From an optimization exercise on the open Yosys and OpenROAD flow, aimed at small area; shortcuts taken in it are not production practice. The RTL was checked by simulation tests, not by an equivalence proof against the original design. Power figures rest on the tool's default switching activity, not on a simulated workload.

**flow/design.v**
```verilog
`timescale 1ns / 1ps
package gcsd_pkg;
  localparam int DISPLAY_COLUMNS = 13;
  localparam int CHAR_DEPTH      = 2 * DISPLAY_COLUMNS;
  localparam int CHAR_AW         = $clog2(CHAR_DEPTH);
  localparam int COL_W           = $clog2(DISPLAY_COLUMNS + 1);
  localparam int PHASES  = 6;
  localparam int PHASE_W = $clog2(PHASES);
  localparam int TABLE_W = 8 * PHASES;
  localparam int CFG_INDEX_W = 1;
  localparam int CFG_DATA_W  = TABLE_W;
  localparam logic [CFG_INDEX_W-1:0] REG_PHASE_TABLE_A = 1'd0;
  localparam logic [CFG_INDEX_W-1:0] REG_PHASE_TABLE_B = 1'd1;
  localparam logic [1:0] FUNC_SERIAL  = 2'd0;
  localparam logic [1:0] FUNC_TICK    = 2'd1;
  localparam logic [1:0] FUNC_DISPLAY = 2'd2;
  localparam logic OUT_KIND_STEP = 1'b0;
  localparam logic OUT_KIND_LCD  = 1'b1;
  localparam logic [7:0] SYNC_BYTE    = 8'hFF;
  localparam logic [7:0] CMD_TARGET_A = 8'h01;
  localparam logic [7:0] CMD_TARGET_B = 8'h02;
  localparam logic [7:0] CMD_CHAR     = 8'h03;
  localparam logic [1:0] FRAME_LAST   = 2'd3;
  localparam logic [7:0] ROW0_ADDR = 8'h80;
  localparam logic [7:0] ROW1_ADDR = 8'hC0;
  typedef struct packed {
    logic               tgt_a_we;
    logic               tgt_b_we;
    logic [15:0]        tgt_word;
    logic               char_we;
    logic [CHAR_AW-1:0] char_addr;
    logic [7:0]         char_data;
  } frame_cmd_t;
  function automatic logic [7:0] phase_byte(input logic [TABLE_W-1:0] tbl,
                                            input logic [PHASE_W-1:0] k);
    logic [TABLE_W-1:0] sh;
    sh = tbl >> {k, 3'b000};
    phase_byte = sh[7:0];
  endfunction
endpackage
`timescale 1ns / 1ps
module gcsd_ram #(
  parameter int WIDTH = 8,
  parameter int DEPTH = 32,
  localparam int AW   = (DEPTH > 1) ? $clog2(DEPTH) : 1
) (
  input  logic             clk,
  input  logic             we,
  input  logic [AW-1:0]    waddr,
  input  logic [WIDTH-1:0] wdata,
  input  logic             re,
  input  logic [AW-1:0]    raddr,
  output logic [WIDTH-1:0] rdata
);
  logic [WIDTH-1:0] mem [DEPTH];
  always_ff @(posedge clk) begin
    if (we) begin
      mem[waddr] <= wdata;
    end
    if (re) begin
      rdata <= mem[raddr];
    end
  end
endmodule
`timescale 1ns / 1ps
module gcsd_frame (
  input  logic                clk,
  input  logic                rst,
  input  logic                byte_en,
  input  logic [7:0]          rx_byte,
  output gcsd_pkg::frame_cmd_t cmd
);
  logic [1:0] frame_pos;
  logic [1:0] frame_pos_next;
  logic [1:0] pos_eff;
  logic [7:0] cmd_byte;      
  logic [7:0] operand_hi;    
  logic       apply;
  assign pos_eff = (rx_byte == gcsd_pkg::SYNC_BYTE) ? 2'd0 : frame_pos;
  assign apply   = byte_en && (pos_eff == gcsd_pkg::FRAME_LAST);
  always_comb begin
    frame_pos_next = frame_pos;
    if (byte_en) begin
      frame_pos_next = apply ? 2'd0 : pos_eff + 2'd1;
    end
  end
  always_ff @(posedge clk) begin
    if (rst) begin
      frame_pos <= 2'd0;
    end else begin
      frame_pos <= frame_pos_next;
    end
  end
  always_ff @(posedge clk) begin
    if (byte_en && pos_eff == 2'd1) begin
      cmd_byte <= rx_byte;
    end
    if (byte_en && pos_eff == 2'd2) begin
      operand_hi <= rx_byte;
    end
  end
  always_comb begin
    cmd.tgt_a_we  = apply && (cmd_byte == gcsd_pkg::CMD_TARGET_A);
    cmd.tgt_b_we  = apply && (cmd_byte == gcsd_pkg::CMD_TARGET_B);
    cmd.tgt_word  = {operand_hi, rx_byte};
    cmd.char_we   = apply && (cmd_byte == gcsd_pkg::CMD_CHAR) &&
                    (operand_hi < 8'(gcsd_pkg::CHAR_DEPTH));
    cmd.char_addr = gcsd_pkg::CHAR_AW'(operand_hi);
    cmd.char_data = rx_byte;
  end
endmodule
`timescale 1ns / 1ps
module gcsd_stepper (
  input  logic                                 clk,
  input  logic                                 rst,
  input  logic                                 cfg_wen,
  input  logic [gcsd_pkg::CFG_INDEX_W-1:0]     cfg_index,
  input  logic [gcsd_pkg::CFG_DATA_W-1:0]      cfg_data,
  input  gcsd_pkg::frame_cmd_t                 cmd,
  input  logic                                 tick,
  output logic [7:0]                           drive
);
  logic [gcsd_pkg::TABLE_W-1:0] phase_table_a;
  logic [gcsd_pkg::TABLE_W-1:0] phase_table_b;
  logic [15:0]                  position_a, position_b;
  logic [15:0]                  position_a_next, position_b_next;
  logic [15:0]                  target_a, target_b;
  logic [gcsd_pkg::PHASE_W-1:0] phase_a, phase_b;
  logic [gcsd_pkg::PHASE_W-1:0] phase_a_next, phase_b_next;
  localparam logic [gcsd_pkg::PHASE_W-1:0] PHASE_MAX = gcsd_pkg::PHASE_W'(gcsd_pkg::PHASES - 1);
  always_comb begin
    position_a_next = position_a;
    phase_a_next    = phase_a;
    if (position_a < target_a) begin
      position_a_next = position_a + 16'd1;
      phase_a_next    = (phase_a == PHASE_MAX) ? '0 : phase_a + 1'b1;
    end else if (position_a > target_a) begin
      position_a_next = position_a - 16'd1;
      phase_a_next    = (phase_a == '0) ? PHASE_MAX : phase_a - 1'b1;
    end
  end
  always_comb begin
    position_b_next = position_b;
    phase_b_next    = phase_b;
    if (position_b < target_b) begin
      position_b_next = position_b + 16'd1;
      phase_b_next    = (phase_b == PHASE_MAX) ? '0 : phase_b + 1'b1;
    end else if (position_b > target_b) begin
      position_b_next = position_b - 16'd1;
      phase_b_next    = (phase_b == '0) ? PHASE_MAX : phase_b - 1'b1;
    end
  end
  assign drive = gcsd_pkg::phase_byte(phase_table_a, phase_a_next) |
                 gcsd_pkg::phase_byte(phase_table_b, phase_b_next);
  always_ff @(posedge clk) begin
    if (rst) begin
      phase_table_a <= '0;
      phase_table_b <= '0;
      position_a    <= '0;
      position_b    <= '0;
      target_a      <= '0;
      target_b      <= '0;
      phase_a       <= '0;
      phase_b       <= '0;
    end else begin
      if (cfg_wen && cfg_index == gcsd_pkg::REG_PHASE_TABLE_A) begin
        phase_table_a <= cfg_data;
      end
      if (cfg_wen && cfg_index == gcsd_pkg::REG_PHASE_TABLE_B) begin
        phase_table_b <= cfg_data;
      end
      if (cmd.tgt_a_we) begin
        target_a <= cmd.tgt_word;
      end
      if (cmd.tgt_b_we) begin
        target_b <= cmd.tgt_word;
      end
      if (tick) begin
        position_a <= position_a_next;
        position_b <= position_b_next;
        phase_a    <= phase_a_next;
        phase_b    <= phase_b_next;
      end
    end
  end
endmodule
`timescale 1ns / 1ps
module gcsd_display (
  input  logic                 clk,
  input  logic                 rst,
  input  gcsd_pkg::frame_cmd_t cmd,
  input  logic                 poll,
  output logic                 is_data,
  output logic [7:0]           ctrl_byte,
  output logic [7:0]           char_byte
);
  localparam logic [gcsd_pkg::COL_W-1:0] LAST_COL = gcsd_pkg::COL_W'(gcsd_pkg::DISPLAY_COLUMNS);
  logic [gcsd_pkg::COL_W-1:0]    scan_column;
  logic                          scan_row;
  logic [gcsd_pkg::CHAR_AW-1:0]  row_base;
  logic [gcsd_pkg::CHAR_AW-1:0]  rd_addr;
  logic                          rd_en;
  logic [gcsd_pkg::CHAR_DEPTH-1:0] written;
  logic                          rd_written;
  logic [7:0]                    ram_q;
  assign is_data   = (scan_column != '0);
  assign ctrl_byte = scan_row ? gcsd_pkg::ROW1_ADDR : gcsd_pkg::ROW0_ADDR;
  assign row_base  = scan_row ? gcsd_pkg::CHAR_AW'(gcsd_pkg::DISPLAY_COLUMNS) : '0;
  assign rd_addr   = row_base + gcsd_pkg::CHAR_AW'(scan_column - 1'b1);
  assign rd_en     = poll && is_data;
  gcsd_ram #(
    .WIDTH (8),
    .DEPTH (gcsd_pkg::CHAR_DEPTH)
  ) u_char_ram (
    .clk   (clk),
    .we    (cmd.char_we),
    .waddr (cmd.char_addr),
    .wdata (cmd.char_data),
    .re    (rd_en),
    .raddr (rd_addr),
    .rdata (ram_q)
  );
  assign char_byte = rd_written ? ram_q : 8'h00;
  always_ff @(posedge clk) begin
    if (rst) begin
      scan_column <= '0;
      scan_row    <= 1'b0;
      written     <= '0;
      rd_written  <= 1'b0;
    end else begin
      if (cmd.char_we) begin
        written[cmd.char_addr] <= 1'b1;
      end
      if (rd_en) begin
        rd_written <= written[rd_addr];
      end
      if (poll) begin
        if (scan_column == LAST_COL) begin
          scan_column <= '0;
          scan_row    <= ~scan_row;
        end else begin
          scan_column <= scan_column + 1'b1;
        end
      end
    end
  end
endmodule
`timescale 1ns / 1ps
module gauge_command_stepper_display (
  input  logic                             clk,
  input  logic                             rst,
  input  logic                             in_valid,
  output logic                             in_ready,
  input  logic [1:0]                       in_func,
  input  logic [7:0]                       in_rx_byte,
  output logic                             out_valid,
  input  logic                             out_ready,
  output logic                             out_kind,
  output logic [7:0]                       out_value,
  output logic                             out_lcd_is_data,
  input  logic                             cfg_wen,
  input  logic [gcsd_pkg::CFG_INDEX_W-1:0] cfg_index,
  input  logic [gcsd_pkg::CFG_DATA_W-1:0]  cfg_data
);
  logic                 in_acc;
  logic                 tick, poll, byte_en;
  gcsd_pkg::frame_cmd_t cmd;
  logic [7:0]           drive;
  logic                 disp_is_data;
  logic [7:0]           disp_ctrl;
  logic [7:0]           disp_char;
  logic       s1_valid;
  logic       s1_kind;
  logic       s1_is_data;
  logic [7:0] s1_value;
  logic       s1_advance;
  logic       o_valid;
  logic       o_kind;
  logic       o_is_data;
  logic [7:0] o_value;
  assign s1_advance  = s1_valid && (!o_valid || out_ready);
  assign in_ready = !s1_valid || s1_advance;
  assign in_acc      = in_valid && in_ready;
  assign byte_en     = in_acc && (in_func == gcsd_pkg::FUNC_SERIAL);
  assign tick        = in_acc && (in_func == gcsd_pkg::FUNC_TICK);
  assign poll        = in_acc && (in_func == gcsd_pkg::FUNC_DISPLAY);
  gcsd_frame u_frame (
    .clk     (clk),
    .rst     (rst),
    .byte_en (byte_en),
    .rx_byte (in_rx_byte),
    .cmd     (cmd)
  );
  gcsd_stepper u_stepper (
    .clk       (clk),
    .rst       (rst),
    .cfg_wen   (cfg_wen),
    .cfg_index (cfg_index),
    .cfg_data  (cfg_data),
    .cmd       (cmd),
    .tick      (tick),
    .drive     (drive)
  );
  gcsd_display u_display (
    .clk       (clk),
    .rst       (rst),
    .cmd       (cmd),
    .poll      (poll),
    .is_data   (disp_is_data),
    .ctrl_byte (disp_ctrl),
    .char_byte (disp_char)
  );
  always_ff @(posedge clk) begin
    if (rst) begin
      s1_valid <= 1'b0;
      o_valid  <= 1'b0;
    end else begin
      if (in_acc) begin
        s1_valid <= tick || poll;
      end else if (s1_advance) begin
        s1_valid <= 1'b0;
      end
      if (s1_advance) begin
        o_valid <= 1'b1;
      end else if (out_ready) begin
        o_valid <= 1'b0;
      end
    end
  end
  always_ff @(posedge clk) begin
    if (in_acc) begin
      s1_kind    <= poll ? gcsd_pkg::OUT_KIND_LCD : gcsd_pkg::OUT_KIND_STEP;
      s1_is_data <= poll && disp_is_data;
      s1_value   <= poll ? disp_ctrl : drive;
    end
    if (s1_advance) begin
      o_kind    <= s1_kind;
      o_is_data <= s1_is_data;
      o_value   <= s1_is_data ? disp_char : s1_value;
    end
  end
  assign out_valid       = o_valid;
  assign out_kind        = o_kind;
  assign out_value       = o_value;
  assign out_lcd_is_data = o_is_data;
endmodule
```
**flow/constraint.sdc**
```tcl
create_clock -name core_clock -period 5.0 [get_ports {clk}]
set_input_delay 1.0000 -clock core_clock [delete_from_list [all_inputs] [get_ports {clk}]]
set_output_delay 1.0000 -clock core_clock [all_outputs]
set_load 0.01 [all_outputs]
```
**flow/run.sh**
```bash
#!/bin/bash
# synth_recipe.tcl (not shown) runs the flow's synth.tcl, then flattens the netlist and writes it again
# the make line also repeats each setting of config.mk as NAME=value (left out here)
make -C /OpenROAD-flow-scripts/flow DESIGN_CONFIG=/design/flow/config.mk WORK_HOME=/design/flow/orfs CLKGATE_MAP_FILE= SYNTH_SCRIPT=/design/flow/synth_recipe.tcl finish
```
**flow/config.mk**
```make
export PLATFORM = sky130hd
export DESIGN_NAME = gauge_command_stepper_display
export DESIGN_NICKNAME = gauge_command_stepper_display
export VERILOG_FILES = /design/flow/design.v
export SDC_FILE = /design/flow/constraint.sdc
export NUM_CORES = 4
export LEC_CHECK = 0
export CAP_MARGIN = 20
export CORE_MARGIN = 2
export CORE_UTILIZATION = 40
export SLEW_MARGIN = 20
```
==> results.txt <==
The run finished with no timing, DRC or antenna violations. The number of inserted filler cells in the final layout is 4542. Number of pins with negative max-slew slack in the final report: 0. Data arrives at the worst endpoint at 5.02 ns. The die is 230 um wide.

The total chip power came out at 0.0170 W. The number of different library cells used by synthesis comes to 71. The worst pin sits at a relative slew slack of 28.4%.

The final worst-path cycle share is 89.8%, and the final critical-path setup slack is 0.511 ns. The path class of the tightest hold or removal check is reg -> reg. Input and output buffers added on the ports amount to 75. The post-CTS setup repair buffer count came out at 0. The number of global-route vias before repair is 13500, and the ratio of routed vias to standard cells is 5.33. The run gives 0 ns as the final total negative setup slack. Dividing total power by cell area gives a power density of 720 nW/um2. At the end of routability-driven placement, the weighted congestion stood at 0.817. Yosys printed 5 warnings.

Setup violations remaining at the end of the flow were counted as 0. The longest clock path from root to sink contains 3 buffers. The clock net in this run drives a total of 454 sinks. After detailed routing, the average wire length per cell comes to 19.3 um.

Slew of the pin with the lowest slew margin: 1.07 ns. The number of detailed-route iterations in the first pass came out at 5. STA classifies the critical path startpoint as a flip-flop.

The clock input transition at the sequential cells of the worst setup and hold paths is 0.06 ns. The floorplan step defined a core boundary enclosing 50300 um2. The number of endpoints with negative hold slack in the final report is 0, and the CTS buffer count is 47. Area of the die: 53000 um2.

The synthesized design spends more area on one cell type than any other, namely sky130_fd_sc_hd__edfxtp_1. The tools report the boundary pin count as 76. The final route contains 13800 vias. For this block, the routed nets add up to 50200 um of wire.

Between clock sinks in the finished design, the worst skew comes to 0.0470 ns. For the number of instances in the synthesized netlist, the log shows 1798. Derived from the worst setup path, the maximum achievable clock frequency is 223 MHz.

For this run, design rule violations remaining after detail routing come to 0. Compared with the post-synthesis result, the final layout area differs by 15.8%. The maximum fanout count along the critical path works out to 9. Across the run, the number of max-cap violations was 0. The kind of critical path is reg -> reg.

STA classifies the critical path endpoint as a flip-flop. The most used flip-flop cell after synthesis is sky130_fd_sc_hd__edfxtp_1. The initial utilization of the core area, before any placement, comes to 40.7%. Detailed placement ended at an HPWL of 32900 um. Summing every instance area after synthesis gives 20500 um2. Subtracting the final worst setup slack from the clock period gives 4.49 ns. The clock tree synthesis step divided the H-tree into 2 levels. The tools report the data required time at the worst endpoint as 5.53 ns. The worst hold margin is 0.452 ns, and the area share of the leading cell type in the synthesized netlist is 37.0%. For the worst-skew pair later-pin latency, the log shows 0.60 ns. The finished cells cover 23700 um2. For this run, asynchronously set or reset flops after synthesis account for 0%. In this run the static leakage power is 8.37 nW. The run gives 82 as the cell row count. TritonCTS built the clock tree. For the violation count after the first detailed-route iteration, the log shows 1030.

The sequential element share of the synthesized area is 56.8%, and the count of state elements after synthesis is 454. The number of nets with antenna violations after routing was 0; the die span in y was 230 um. Before CTS, the worst setup slack after placement is 0.585 ns. The hold-fix buffer count after cts is 0. In the global route stage, overall resource usage came out at 18.8%. The net count of the finished layout is 2028. 0 antenna diodes ended up in the layout.

The average size of a mapped cell is 11.4 um2, and the first-pass GRT wire length is 77700 um. The run gives 0 as the remaining global-route overflow. The worst IR drop on VDD was 0.781 mV; the initial antenna violation count was 2.

The number of cells upsized or downsized after cts is 0, and the largest net degree at the start of global routing is 135. Count of flip-flops with a built-in enable after synthesis: 252. Setup repair after global routing left no endpoint under its margin.

The tree is rooted in a sky130_fd_sc_hd__clkbuf_16. The share of cells above drive strength 1 came out at 12.0%. Ranked by total cell area, the synthesized netlist is headed by sky130_fd_sc_hd__edfxtp_1 (37%), sky130_fd_sc_hd__dfxtp_1 (20%), sky130_fd_sc_hd__mux4_2 (6.9%). The placed cell area came out at 22100 um2. Post-synthesis net count: 1940.
==> critical path, cell delays in order, from the launching register on <==
cell and delay [ns]:
sky130_fd_sc_hd__dfxtp_1 0.33, sky130_fd_sc_hd__inv_1 0.04, sky130_fd_sc_hd__ha_1 0.31, sky130_fd_sc_hd__nand4_1 0.20
sky130_fd_sc_hd__a2111oi_1 0.63, sky130_fd_sc_hd__or3_1 0.46, sky130_fd_sc_hd__inv_1 0.23, sky130_fd_sc_hd__fa_1 0.47
sky130_fd_sc_hd__nor2b_1 0.16, sky130_fd_sc_hd__o21ai_0 0.11, sky130_fd_sc_hd__a21boi_0 0.29, sky130_fd_sc_hd__o211ai_1 0.16
sky130_fd_sc_hd__a21oi_1 0.19, sky130_fd_sc_hd__o31a_1 0.21, sky130_fd_sc_hd__a311oi_1 0.13, sky130_fd_sc_hd__or4_1 0.42
sky130_fd_sc_hd__nand3_1 0.09
==> where the power goes <==
part	internal [W]	switching [W]	total (W)
combinational	0.00375	0.00544	0.00919
clock	0.00201	0.00149	0.00350
sequential	0.00420	0.000159	0.00436
total	0.00996	0.00709	0.0170
==> cells by family after synthesis <==
| group | Yosys count | share of synthesized area, % |
|---|---|---|
| adders and majority gates | 78 | 4.88 |
| buffers and inverters | 167 | 3.37 |
| xor gates and xnor gates | 32 | 1.37 |
| muxes | 169 | 12.3 |
| AOI/OAI and AO/OA | 333 | 9.65 |
| DFF | 454 | 56.8 |
| and+or+nand+nor | 565 | 11.7 |
==> flip-flops by register name, summed over array words and instances, names as in the netlist, 16 cells and up <==
register                  flops
u_stepper.position_b         16
u_stepper.target_a           16
u_display.written            26
u_stepper.target_b           16
u_stepper.position_a         16
u_stepper.phase_table_b      48
u_display.u_char_ram.mem    208
u_stepper.phase_table_a      48
==> routing by layer <==
metal / GRT usage [%] / wire (um)
met3: 2.64 / 2550
met2: 30.6 / 23400
met5: 0 / 0
met1: 26.2 / 23200
met4: 5.30 / 995
==> final timing paths <==
path	to	start	cells after the start	slack, ns
setup / recovery	u_stepper.position_a[14]$_SDFFE_PP0P_	u_stepper.target_a[7]$_SDFFE_PP0P_	16	0.51
hold / removal	u_stepper.phase_table_b[17]$_SDFFE_PP0P_	u_stepper.phase_table_b[17]$_SDFFE_PP0P_	2	0.45
setup reg to reg	u_stepper.position_a[14]$_SDFFE_PP0P_	u_stepper.target_a[7]$_SDFFE_PP0P_	16	0.51
hold reg to reg	u_stepper.phase_table_b[17]$_SDFFE_PP0P_	u_stepper.phase_table_b[17]$_SDFFE_PP0P_	2	0.45
==> cell usage in the layout (no fill, tap or decap), types with 5 or more instances in the layout <==
master,instances
sky130_fd_sc_hd__or3_1,7
sky130_fd_sc_hd__nand3_1,14
sky130_fd_sc_hd__nand3b_1,6
sky130_fd_sc_hd__nand2_1,312
sky130_fd_sc_hd__nor2_1,141
sky130_fd_sc_hd__and3_1,8
sky130_fd_sc_hd__clkinv_2,7
sky130_fd_sc_hd__clkbuf_16,48
sky130_fd_sc_hd__a21oi_1,190
sky130_fd_sc_hd__o22a_1,6
sky130_fd_sc_hd__inv_1,75
sky130_fd_sc_hd__and2_1,6
sky130_fd_sc_hd__dfxtp_1,202
sky130_fd_sc_hd__edfxtp_1,252
sky130_fd_sc_hd__buf_4,54
sky130_fd_sc_hd__clkdlybuf4s50_1,74
sky130_fd_sc_hd__xnor2_1,26
sky130_fd_sc_hd__mux4_2,63
sky130_fd_sc_hd__a211oi_1,10
sky130_fd_sc_hd__o21ai_0,41
sky130_fd_sc_hd__nor4_1,6
sky130_fd_sc_hd__nor2b_1,8
sky130_fd_sc_hd__a21o_1,8
sky130_fd_sc_hd__clkbuf_1,10
sky130_fd_sc_hd__nor3_1,18
sky130_fd_sc_hd__mux2_2,21
sky130_fd_sc_hd__nand4_1,14
sky130_fd_sc_hd__clkinv_1,9
sky130_fd_sc_hd__o31ai_1,5
sky130_fd_sc_hd__a31oi_1,17
sky130_fd_sc_hd__mux2i_1,84
sky130_fd_sc_hd__ha_1,73
sky130_fd_sc_hd__o211ai_1,18
==> Yosys cell counts (21+ instances only) <==
cell,instances
sky130_fd_sc_hd__a21oi_1,190
sky130_fd_sc_hd__xnor2_1,27
sky130_fd_sc_hd__ha_1,75
sky130_fd_sc_hd__mux2_2,21
sky130_fd_sc_hd__nand2_1,312
sky130_fd_sc_hd__inv_1,75
sky130_fd_sc_hd__nor2_1,142
sky130_fd_sc_hd__mux4_2,63
sky130_fd_sc_hd__dfxtp_1,202
sky130_fd_sc_hd__mux2i_1,84
sky130_fd_sc_hd__clkbuf_1,62
sky130_fd_sc_hd__edfxtp_1,252
sky130_fd_sc_hd__o21ai_0,42
==> per-stage QoR <==
step	cells	utilization, %
6_report	2596	47.1
5_1_grt	2596	47.1
4_1_cts	2595	47.1
3_5_place_dp	2508	44.0
3_3_place_gp	2507	43.9
2_1_floorplan	1798	-
==> layout make-up <==
class / count / area [um2] / share of cell area, %
Clock buffer: 60 / 1270 / 5.35
Clock inverter: 27 / 274 / 1.16
Inverter: 75 / 282 / 1.19
Multi-Input combinational cell: 1177 / 8200 / 34.6
Sequential cell: 454 / 11600 / 49.0
Tap cell: 672 / 841 / 3.55
Timing Repair Buffer: 131 / 1200 / 5.09

==> what the ideal ports hide <==
The flow's constraints put no driver on any port. The routed layout listed below was extracted and timed again, unchanged, in two steps. Step 1 assumes that a clkbuf_16 drives the clock port and a buf_2 every other input. Step 2 also shifts input and output timing later by t, the mid clock arrival at the registers, as if the neighbouring blocks saw the same clock. a / b / c = no drivers / after step 1 / after step 2; a / b = the first two.
t, ns: 0.637
slack for setup (ns): 0.511 / 0.511 / 0.511
worst slew at a driven data input, ns: 0.06
cell pins on the clock port's net: 1
After both steps this run still meets setup and hold. For this run, drivers alone change the setup slack by 0.000 ns; drivers and shift together by 0.000 ns.
